Context: an optimization exercise on an open-source flow, tuned for small area, a short achievable clock period and few clock cycles per item. The choices shown serve that exercise and are no tape-out recipe.
Only simulation tests tie the RTL to the original design; equivalence was not proved.
Power figures rest on the tool's default switching activity, not on a simulated workload.

`design.v`:
```
`timescale 1ns / 1ps
package sta_pkg;
	localparam int COEF_W        = 32;
	localparam int EXP_W         = 16;
	localparam int CNT_W         = 7;
	localparam int DEF_MAX_TERMS = 64;
	typedef struct packed {
		logic signed [COEF_W-1:0] coef;
		logic signed [EXP_W-1:0]  expo;
	} term_t;
	typedef enum logic [2:0] {
		WS_NEW_CUR,
		WS_CARRY_CUR,
		WS_CARRY_CNT,
		WS_SUM_CUR,
		WS_RDATA_PREV
	} wr_sel_t;
	typedef struct packed {
		logic    load;
		logic    rd_en;
		logic    wr_en;
		wr_sel_t wr_sel;
		logic    carry_new;
		logic    carry_rdata;
		logic    sum_load;
		logic    cnt_inc;
		logic    cnt_dec;
		logic    set_drop;
		logic    out_load;
		logic    out_term;
	} sta_cmd_t;
	typedef struct packed {
		logic op_dump;
		logic empty;
		logic full;
		logic at_end;
		logic exp_lt;
		logic exp_eq;
		logic sum_zero;
		logic out_free;
	} sta_status_t;
endpackage
`timescale 1ns / 1ps
module sta_ctrl
(
	input  logic        clk,
	input  logic        arst_n,
	input  logic        in_valid,
	output logic        in_stall,
	input  sta_pkg::sta_status_t st,
	output sta_pkg::sta_cmd_t    cmd
);
	typedef enum logic [3:0] {
		S_IDLE,
		S_START,
		S_ADD_CMP,
		S_ADD_SHIFT,
		S_ADD_END,
		S_ADD_SUM,
		S_DEL,
		S_RESULT,
		S_DUMP
	} state_t;
	state_t state_q;
	state_t state_d;
	always_comb begin
		cmd     = '0;
		state_d = state_q;
		unique case (state_q)
			S_IDLE: begin
				if (in_valid) begin
					cmd.load = 1'b1;
					state_d  = S_START;
				end
			end
			S_START: begin
				priority if (st.op_dump) begin
					if (st.empty) begin
						state_d = S_RESULT;
					end else begin
						cmd.rd_en = 1'b1;
						state_d   = S_DUMP;
					end
				end else if (st.empty) begin
					cmd.carry_new = 1'b1;
					state_d       = S_ADD_END;
				end else begin
					cmd.rd_en = 1'b1;
					state_d   = S_ADD_CMP;
				end
			end
			S_ADD_CMP: begin
				priority if (st.exp_eq) begin
					cmd.sum_load = 1'b1;
					state_d      = S_ADD_SUM;
				end else if (st.exp_lt) begin
					priority if (!st.at_end) begin
						cmd.rd_en = 1'b1;
					end else if (st.full) begin
						cmd.set_drop = 1'b1;
						state_d      = S_RESULT;
					end else begin
						cmd.carry_new = 1'b1;
						state_d       = S_ADD_END;
					end
				end else if (st.full) begin
					cmd.set_drop = 1'b1;
					state_d      = S_RESULT;
				end else begin
					cmd.wr_en       = 1'b1;
					cmd.wr_sel      = sta_pkg::WS_NEW_CUR;
					cmd.carry_rdata = 1'b1;
					if (st.at_end) begin
						state_d = S_ADD_END;
					end else begin
						cmd.rd_en = 1'b1;
						state_d   = S_ADD_SHIFT;
					end
				end
			end
			S_ADD_SHIFT: begin
				cmd.wr_en       = 1'b1;
				cmd.wr_sel      = sta_pkg::WS_CARRY_CUR;
				cmd.carry_rdata = 1'b1;
				if (st.at_end) begin
					state_d = S_ADD_END;
				end else begin
					cmd.rd_en = 1'b1;
				end
			end
			S_ADD_END: begin
				cmd.wr_en   = 1'b1;
				cmd.wr_sel  = sta_pkg::WS_CARRY_CNT;
				cmd.cnt_inc = 1'b1;
				state_d     = S_RESULT;
			end
			S_ADD_SUM: begin
				priority if (!st.sum_zero) begin
					cmd.wr_en  = 1'b1;
					cmd.wr_sel = sta_pkg::WS_SUM_CUR;
					state_d    = S_RESULT;
				end else if (st.at_end) begin
					cmd.cnt_dec = 1'b1;
					state_d     = S_RESULT;
				end else begin
					cmd.rd_en = 1'b1;
					state_d   = S_DEL;
				end
			end
			S_DEL: begin
				cmd.wr_en  = 1'b1;
				cmd.wr_sel = sta_pkg::WS_RDATA_PREV;
				if (st.at_end) begin
					cmd.cnt_dec = 1'b1;
					state_d     = S_RESULT;
				end else begin
					cmd.rd_en = 1'b1;
				end
			end
			S_RESULT: begin
				if (st.out_free) begin
					cmd.out_load = 1'b1;
					state_d      = S_IDLE;
				end
			end
			S_DUMP: begin
				if (st.out_free) begin
					cmd.out_load = 1'b1;
					cmd.out_term = 1'b1;
					if (st.at_end) begin
						state_d = S_IDLE;
					end else begin
						cmd.rd_en = 1'b1;
					end
				end
			end
			default: begin
				state_d = S_IDLE;
			end
		endcase
	end
	always_ff @(posedge clk or negedge arst_n) begin
		if (!arst_n) begin
			state_q <= S_IDLE;
		end else begin
			state_q <= state_d;
		end
	end
	assign in_stall = (state_q != S_IDLE);
endmodule
`timescale 1ns / 1ps
module sta_dp
#(
	parameter int MAX_TERMS = sta_pkg::DEF_MAX_TERMS
) (
	input  logic                     clk,
	input  logic                     arst_n,
	input  sta_pkg::sta_cmd_t                 cmd,
	output sta_pkg::sta_status_t              st,
	input  logic                     op,
	input  logic signed [sta_pkg::COEF_W-1:0] coefficient,
	input  logic signed [sta_pkg::EXP_W-1:0]  exponent,
	output logic signed [sta_pkg::COEF_W-1:0] term_coefficient,
	output logic signed [sta_pkg::EXP_W-1:0]  term_exponent,
	output logic                     term_valid,
	output logic                     last,
	output logic                     dropped,
	output logic [sta_pkg::CNT_W-1:0]         term_count,
	output logic                     out_valid,
	input  logic                     out_stall
);
	localparam int AW = (MAX_TERMS > 1) ? $clog2(MAX_TERMS) : 1;
	localparam logic [sta_pkg::CNT_W-1:0] FULL_CNT = sta_pkg::CNT_W'(MAX_TERMS);
	logic [sta_pkg::COEF_W+sta_pkg::EXP_W-1:0] mem [0:MAX_TERMS-1];
	logic                     op_q;
	logic signed [sta_pkg::COEF_W-1:0] coef_q;
	logic signed [sta_pkg::EXP_W-1:0]  exp_q;
	logic [sta_pkg::CNT_W-1:0]         idx_q;
	logic [AW-1:0]            cur_q;
	logic [sta_pkg::CNT_W-1:0]         count_q;
	sta_pkg::term_t                    carry_q;
	sta_pkg::term_t                    rdata_q;
	logic signed [sta_pkg::COEF_W-1:0] sum_q;
	logic                     dropped_q;
	logic                     out_valid_q;
	sta_pkg::term_t                    out_term_q;
	logic                     out_tv_q;
	logic                     out_last_q;
	logic                     out_drop_q;
	logic [sta_pkg::CNT_W-1:0]         out_cnt_q;
	logic [AW-1:0]            wa;
	sta_pkg::term_t                    wd;
	logic signed [sta_pkg::COEF_W:0]   sum_wide;
	logic signed [sta_pkg::COEF_W-1:0] sum_sat;
	assign sum_wide = {rdata_q.coef[sta_pkg::COEF_W-1], rdata_q.coef} + {coef_q[sta_pkg::COEF_W-1], coef_q};
	always_comb begin
		if (sum_wide[sta_pkg::COEF_W] != sum_wide[sta_pkg::COEF_W-1]) begin
			sum_sat = sum_wide[sta_pkg::COEF_W] ? {1'b1, {(sta_pkg::COEF_W-1){1'b0}}} : {1'b0, {(sta_pkg::COEF_W-1){1'b1}}};
		end else begin
			sum_sat = sum_wide[sta_pkg::COEF_W-1:0];
		end
	end
	always_comb begin
		unique case (cmd.wr_sel)
			sta_pkg::WS_NEW_CUR: begin
				wa = cur_q;
				wd = {coef_q, exp_q};
			end
			sta_pkg::WS_CARRY_CUR: begin
				wa = cur_q;
				wd = carry_q;
			end
			sta_pkg::WS_CARRY_CNT: begin
				wa = count_q[AW-1:0];
				wd = carry_q;
			end
			sta_pkg::WS_SUM_CUR: begin
				wa = cur_q;
				wd = {sum_q, exp_q};
			end
			sta_pkg::WS_RDATA_PREV: begin
				wa = cur_q - AW'(1);
				wd = rdata_q;
			end
			default: begin
				wa = cur_q;
				wd = carry_q;
			end
		endcase
	end
	always_ff @(posedge clk) begin
		if (cmd.wr_en) begin
			mem[wa] <= wd;
		end
		if (cmd.rd_en) begin
			rdata_q <= mem[idx_q[AW-1:0]];
		end
	end
	always_ff @(posedge clk) begin
		if (cmd.load) begin
			op_q   <= op;
			coef_q <= coefficient;
			exp_q  <= exponent;
		end
		if (cmd.carry_new) begin
			carry_q <= {coef_q, exp_q};
		end else if (cmd.carry_rdata) begin
			carry_q <= rdata_q;
		end
		if (cmd.sum_load) begin
			sum_q <= sum_sat;
		end
		if (cmd.out_load) begin
			out_term_q <= cmd.out_term ? rdata_q : '0;
			out_tv_q   <= cmd.out_term;
			out_last_q <= cmd.out_term ? st.at_end : 1'b1;
			out_drop_q <= cmd.out_term ? 1'b0 : dropped_q;
			out_cnt_q  <= count_q;
		end
	end
	always_ff @(posedge clk or negedge arst_n) begin
		if (!arst_n) begin
			idx_q       <= '0;
			cur_q       <= '0;
			count_q     <= '0;
			dropped_q   <= 1'b0;
			out_valid_q <= 1'b0;
		end else begin
			if (cmd.load) begin
				idx_q     <= '0;
				dropped_q <= 1'b0;
			end else if (cmd.rd_en) begin
				idx_q <= idx_q + sta_pkg::CNT_W'(1);
				cur_q <= idx_q[AW-1:0];
			end
			if (cmd.set_drop) begin
				dropped_q <= 1'b1;
			end
			if (cmd.cnt_inc) begin
				count_q <= count_q + sta_pkg::CNT_W'(1);
			end else if (cmd.cnt_dec) begin
				count_q <= count_q - sta_pkg::CNT_W'(1);
			end
			if (cmd.out_load) begin
				out_valid_q <= 1'b1;
			end else if (!out_stall) begin
				out_valid_q <= 1'b0;
			end
		end
	end
	always_comb begin
		st.op_dump  = op_q;
		st.empty    = (count_q == '0);
		st.full     = (count_q == FULL_CNT);
		st.at_end   = (idx_q == count_q);
		st.exp_lt   = ($signed(rdata_q.expo) < $signed(exp_q));
		st.exp_eq   = (rdata_q.expo == exp_q);
		st.sum_zero = (sum_q == '0);
		st.out_free = !out_valid_q || !out_stall;
	end
	assign term_coefficient = out_term_q.coef;
	assign term_exponent    = out_term_q.expo;
	assign term_valid       = out_tv_q;
	assign last             = out_last_q;
	assign dropped          = out_drop_q;
	assign term_count       = out_cnt_q;
	assign out_valid        = out_valid_q;
endmodule
`timescale 1ns / 1ps
module sorted_term_accumulator
#(
	parameter int MAX_TERMS = sta_pkg::DEF_MAX_TERMS
) (
	input  logic                     clk,
	input  logic                     arst_n,
	input  logic                     in_valid,
	output logic                     in_stall,
	input  logic                     op,
	input  logic signed [sta_pkg::COEF_W-1:0] coefficient,
	input  logic signed [sta_pkg::EXP_W-1:0]  exponent,
	output logic                     out_valid,
	input  logic                     out_stall,
	output logic signed [sta_pkg::COEF_W-1:0] term_coefficient,
	output logic signed [sta_pkg::EXP_W-1:0]  term_exponent,
	output logic                     term_valid,
	output logic                     last,
	output logic                     dropped,
	output logic [sta_pkg::CNT_W-1:0]         term_count
);
	sta_pkg::sta_cmd_t    cmd;
	sta_pkg::sta_status_t st;
	sta_ctrl u_ctrl (
		.clk      (clk),
		.arst_n   (arst_n),
		.in_valid (in_valid),
		.in_stall (in_stall),
		.st       (st),
		.cmd      (cmd)
	);
	sta_dp #(
		.MAX_TERMS (MAX_TERMS)
	) u_dp (
		.clk              (clk),
		.arst_n           (arst_n),
		.cmd              (cmd),
		.st               (st),
		.op               (op),
		.coefficient      (coefficient),
		.exponent         (exponent),
		.term_coefficient (term_coefficient),
		.term_exponent    (term_exponent),
		.term_valid       (term_valid),
		.last             (last),
		.dropped          (dropped),
		.term_count       (term_count),
		.out_valid        (out_valid),
		.out_stall        (out_stall)
	);
endmodule
```
`run.sh`:
```
#!/bin/bash
# synth_recipe.tcl (not shown) runs the flow's synth.tcl, then flattens the netlist and writes it again
# the make line also repeats each setting of config.mk as NAME=value (left out here)
make -C /OpenROAD-flow-scripts/flow DESIGN_CONFIG=/design/flow/config.mk WORK_HOME=/design/flow/orfs CLKGATE_MAP_FILE= SYNTH_SCRIPT=/design/flow/synth_recipe.tcl finish
```
`config.mk`:
```
export PLATFORM = sky130hd
export DESIGN_NAME = sorted_term_accumulator
export DESIGN_NICKNAME = sorted_term_accumulator
export VERILOG_FILES = /design/flow/design.v
export SDC_FILE = /design/flow/constraint.sdc
export NUM_CORES = 4
export LEC_CHECK = 0
export CAP_MARGIN = 20
export CORE_MARGIN = 2
export CORE_UTILIZATION = 40
export SLEW_MARGIN = 20
```
`constraint.sdc`:
```
create_clock -name core_clock -period 8.0 [get_ports {clk}]
set_input_delay 1.6000 -clock core_clock [delete_from_list [all_inputs] [get_ports {clk}]]
set_output_delay 1.6000 -clock core_clock [all_outputs]
set_load 0.01 [all_outputs]
```
==> run summary <==
-- area by class of cell --
type / instances / share of cell area, %
sequential: 3333 / 67.1
multi-input combinational: 1897 / 19.9
antenna: 12 / 0.0201
timing repair buffer: 278 / 1.75
clock inverter: 210 / 1.47
tap: 4325 / 3.63
clock buffer: 416 / 6.08
inverter: 41 / 0.103
-- routing by layer --
| layer | GRT usage [%] | vias to the layer above | routed length, um |
|---|---|---|---|
| li1 | - | 24600 | - |
| met1 | 32.2 | 34400 | 153000 |
| met2 | 31.4 | 2960 | 159000 |
| met3 | 3.59 | 405 | 30000 |
| met4 | 4.32 | 8 | 6550 |
| met5 | 0 | - | 54 |
-- cell usage in the layout (no fill, tap or decap), types with 20 or more instances in the layout --
cell type / instances
edfxtp_1: 3307
mux4_2: 1008
clkbuf_16: 353
buf_4: 146
clkdlybuf4s50_1: 112
nand2_1: 108
nor2_4: 84
clkinv_1: 78
nor2_1: 73
a21oi_1: 72
clkbuf_1: 63
clkinv_2: 60
ha_1: 58
and3_1: 52
inv_1: 40
nand3_1: 40
mux2_4: 40
bufinv_16: 35
a22oi_1: 32
maj3_1: 31
o21ai_0: 25
xnor2_1: 24
dfrtp_1: 20
-- flip-flops by register name, summed over array words and instances (netlist names) --
signal and count:
u_dp.idx_q 7, u_dp.sum_q 32, u_dp.rdata_q 48, u_ctrl.state_q 4, u_dp.out_tv_q 1, u_dp.exp_q 16
u_dp.op_q 1, u_dp.out_valid_q 1, u_dp.cur_q 6, u_dp.carry_q 48, u_dp.dropped_q 1, u_dp.count_q 7
u_dp.coef_q 32, u_dp.mem 3072, u_dp.out_last_q 1, u_dp.out_drop_q 1, u_dp.out_cnt_q 7, u_dp.out_term_q 48
-- cell families after synthesis --
logic type	after synthesis	share of synthesized area (%)
AOI/OAI and AO/OA	230	1.20
xor gates and xnor gates	40	0.269
adders and majority gates	91	0.827
buffers and inverters	341	1.10
DFF	3333	76.8
muxes	1078	18.1
and+or+nand+nor	458	1.67
-- where the power goes --
group	internal [W]	switching, W	total, W
Clock	0.00926	0.00678	0.0160
Combinational	0.00686	0.0134	0.0202
Sequential	0.0245	0.000759	0.0252
-- critical path, cell delays in order, from the launching register on --
cell      delay [ns]
edfxtp_1        0.43
ha_1            0.37
nand4_1         0.19
nor4_1          0.64
a21boi_2        0.36
nor4_4          0.14
nor4_4          0.37
o21ai_1         0.28
nand2b_1        0.68
nor2_4          1.05
buf_4           0.52
-- path summary, 6_finish.rpt --
path | start | to | slack [ns] | depth (start not counted)
worst max register to register | u_dp.rdata_q[15]$_DFFE_PP_ | u_dp.mem[12][8]$_DFFE_PP_ | 2.55 | 10
worst max-delay path | u_dp.rdata_q[15]$_DFFE_PP_ | u_dp.mem[12][8]$_DFFE_PP_ | 2.55 | 10
min in group asynchronous | arst_n | u_dp.cur_q[4]$_DFFE_PN0P_ | 1.06 | 2
max in group asynchronous | arst_n | u_dp.idx_q[3]$_DFFE_PN0P_ | 6.63 | 2
worst min-delay path | u_dp.idx_q[6]$_DFFE_PN0P_ | u_dp.idx_q[6]$_DFFE_PN0P_ | 0.52 | 1
worst min register to register | u_dp.idx_q[6]$_DFFE_PN0P_ | u_dp.idx_q[6]$_DFFE_PN0P_ | 0.52 | 1
-- stage by stage --
stage	area [um2]	std cells
floorplan	130000	5571
global placement	138000	9872
detailed placement	138000	9872
CTS	149000	10500
global route	149000	10500
finish	149000	10500
==> flow_summary.yaml <==
run_status:
  status: "finished clean"
timing:
  fmax_mhz: 183
  hold_viol: 0
  rsz0062_at_grt: "false"
  setup_ws_ns: 2.55
  min_period_ns: 5.45
  tns_ns: 0
  final_max_slew_viol_count: 0
  setup_viol: 0
  final.period_utilization_pct: 68.2
  tightest_slew_ns: 1.14
  max_slew_margin_pct: 23.8
  holdWs_ns: 0.519
  fin_worst_skew_ns: 0.0556
grt:
  grt_antenna_before_repair: 41
  globalRouteOverflowTotal: 0
  grt_usage_pct: 20.9
  grt_pass1_wl_mm: 490
  grt_pass1_vias: 61300
  grt_max_degree: 133
clock_network:
  cts_resized: 0
  cts_tree: "yes"
  clock_path_buffers: 4
  post-cts-setup-buffers: 0
  cts_sinks: 3333
  hold_buffers: 0
  ctsHtreeMaxLevel: 5
  clk_latency_ns: 0.94
  cts_made_buffers: 348
  root_buffer: "clkbuf_16"
  cts.reportedPaths.clkPinSlew_ns: 0.06
cells_and_area:
  multi_input_area_um2: 29600
  drive_above_1_share_pct: 29.9
  area_delta_synth_final_pct: 14.5
  final_util_pct: 46.0
  seqCellArea_um2: 100000
  fillerInstances: 26300
  layout.nets: 6012
routing:
  drc: 0
  drt_wl_total_mm: 348
  antenna_left: 0
  dr.pass1.iters: 6
  vias: 62300
  initialDrtViolationCount: 9162
  via_per_inst: 5.93
  wl_per_cell_um: 33.1
critical_path:
  crit_required_ns: 8.56
  crit_type: "register to register"
  end_kind: "register"
  arrival_ns: 6.01
  start_kind: "register"
  cp_max_fo: 28
pwr:
  finalPower_w: 0.0615
  power_leakage_nw: 46.0
  irDropWorstVdd_uv: 324
  p_per_area_nw_per_um2: 413
synthesis:
  ys.flop_type: "edfxtp_1"
  syn-num-nets: 5684
  synth-seq-cells: 3333
  netlist-cell-type-count: 76
  ys.warnings.count: 2
  synth.most_common_cell: "edfxtp_1"
  synth.avg_cell_area_um2: 23.4
  syn_area_um2: 130000
  synthTopCellsByCount: "edfxtp_1 (3307), mux4_2 (1008), clkbuf_1 (177)"
  synth_top_area_share_pct: 76.3
  synth_cells: 5571
  synthTopCellsByArea: "edfxtp_1 (76%), mux4_2 (17%), ha_1 (0.56%)"
  synthArstFlopShare_pct: 0.780
  synth_seq_area_share_pct: 76.8
  yosys.area.top_type: "edfxtp_1"
  synth-edff-count: 3307
min_path:
  hold_class: "register to register"
floorplan:
  dieArea_um2: 330000
  design.portCount: 113
  die_w_um: 574
  fp.dieH_um: 574
  core_area_um2: 324000
  initial_core_util_pct: 40.2
  rows: 209
job:
  drv_cap: 0
placed_design:
  hpwl_mm: 210
  numPortBuffers: 112
  place_ws_ns: 2.65
  routabilityCongestion: 0.832
Testbench counts, summed over its fixed seeds: cycles 99,406, items 4,974.

-- re-timing with driven ports --
No port has a modelled driver above. Below, the same layout with a new extraction and two added sets of constraints. Step 1: set_driving_cell puts a clkbuf_16 on clk and a buf_2 on each other input, an assumption about the parent block. Step 2, shift: input delay + t, output delay - t, t = (earliest + latest rising clock arrival at the registers) / 2. This alone moves slack from input paths to output paths. Three values: ideal, step 1, step 2; two values: the first two.
t (ns): 1.008
slack for setup (ns): 2.545 / 2.545 / 2.545
worst hold slack (ns): 0.519 / 0.519 / 0.519
worst setup path at the end: register to register
worst slew at a driven data input, ns: 0.08
After both steps setup and hold are still met in this run. The setup slack of this run moves by 0.000 ns with the drivers and by 0.000 ns with both steps.
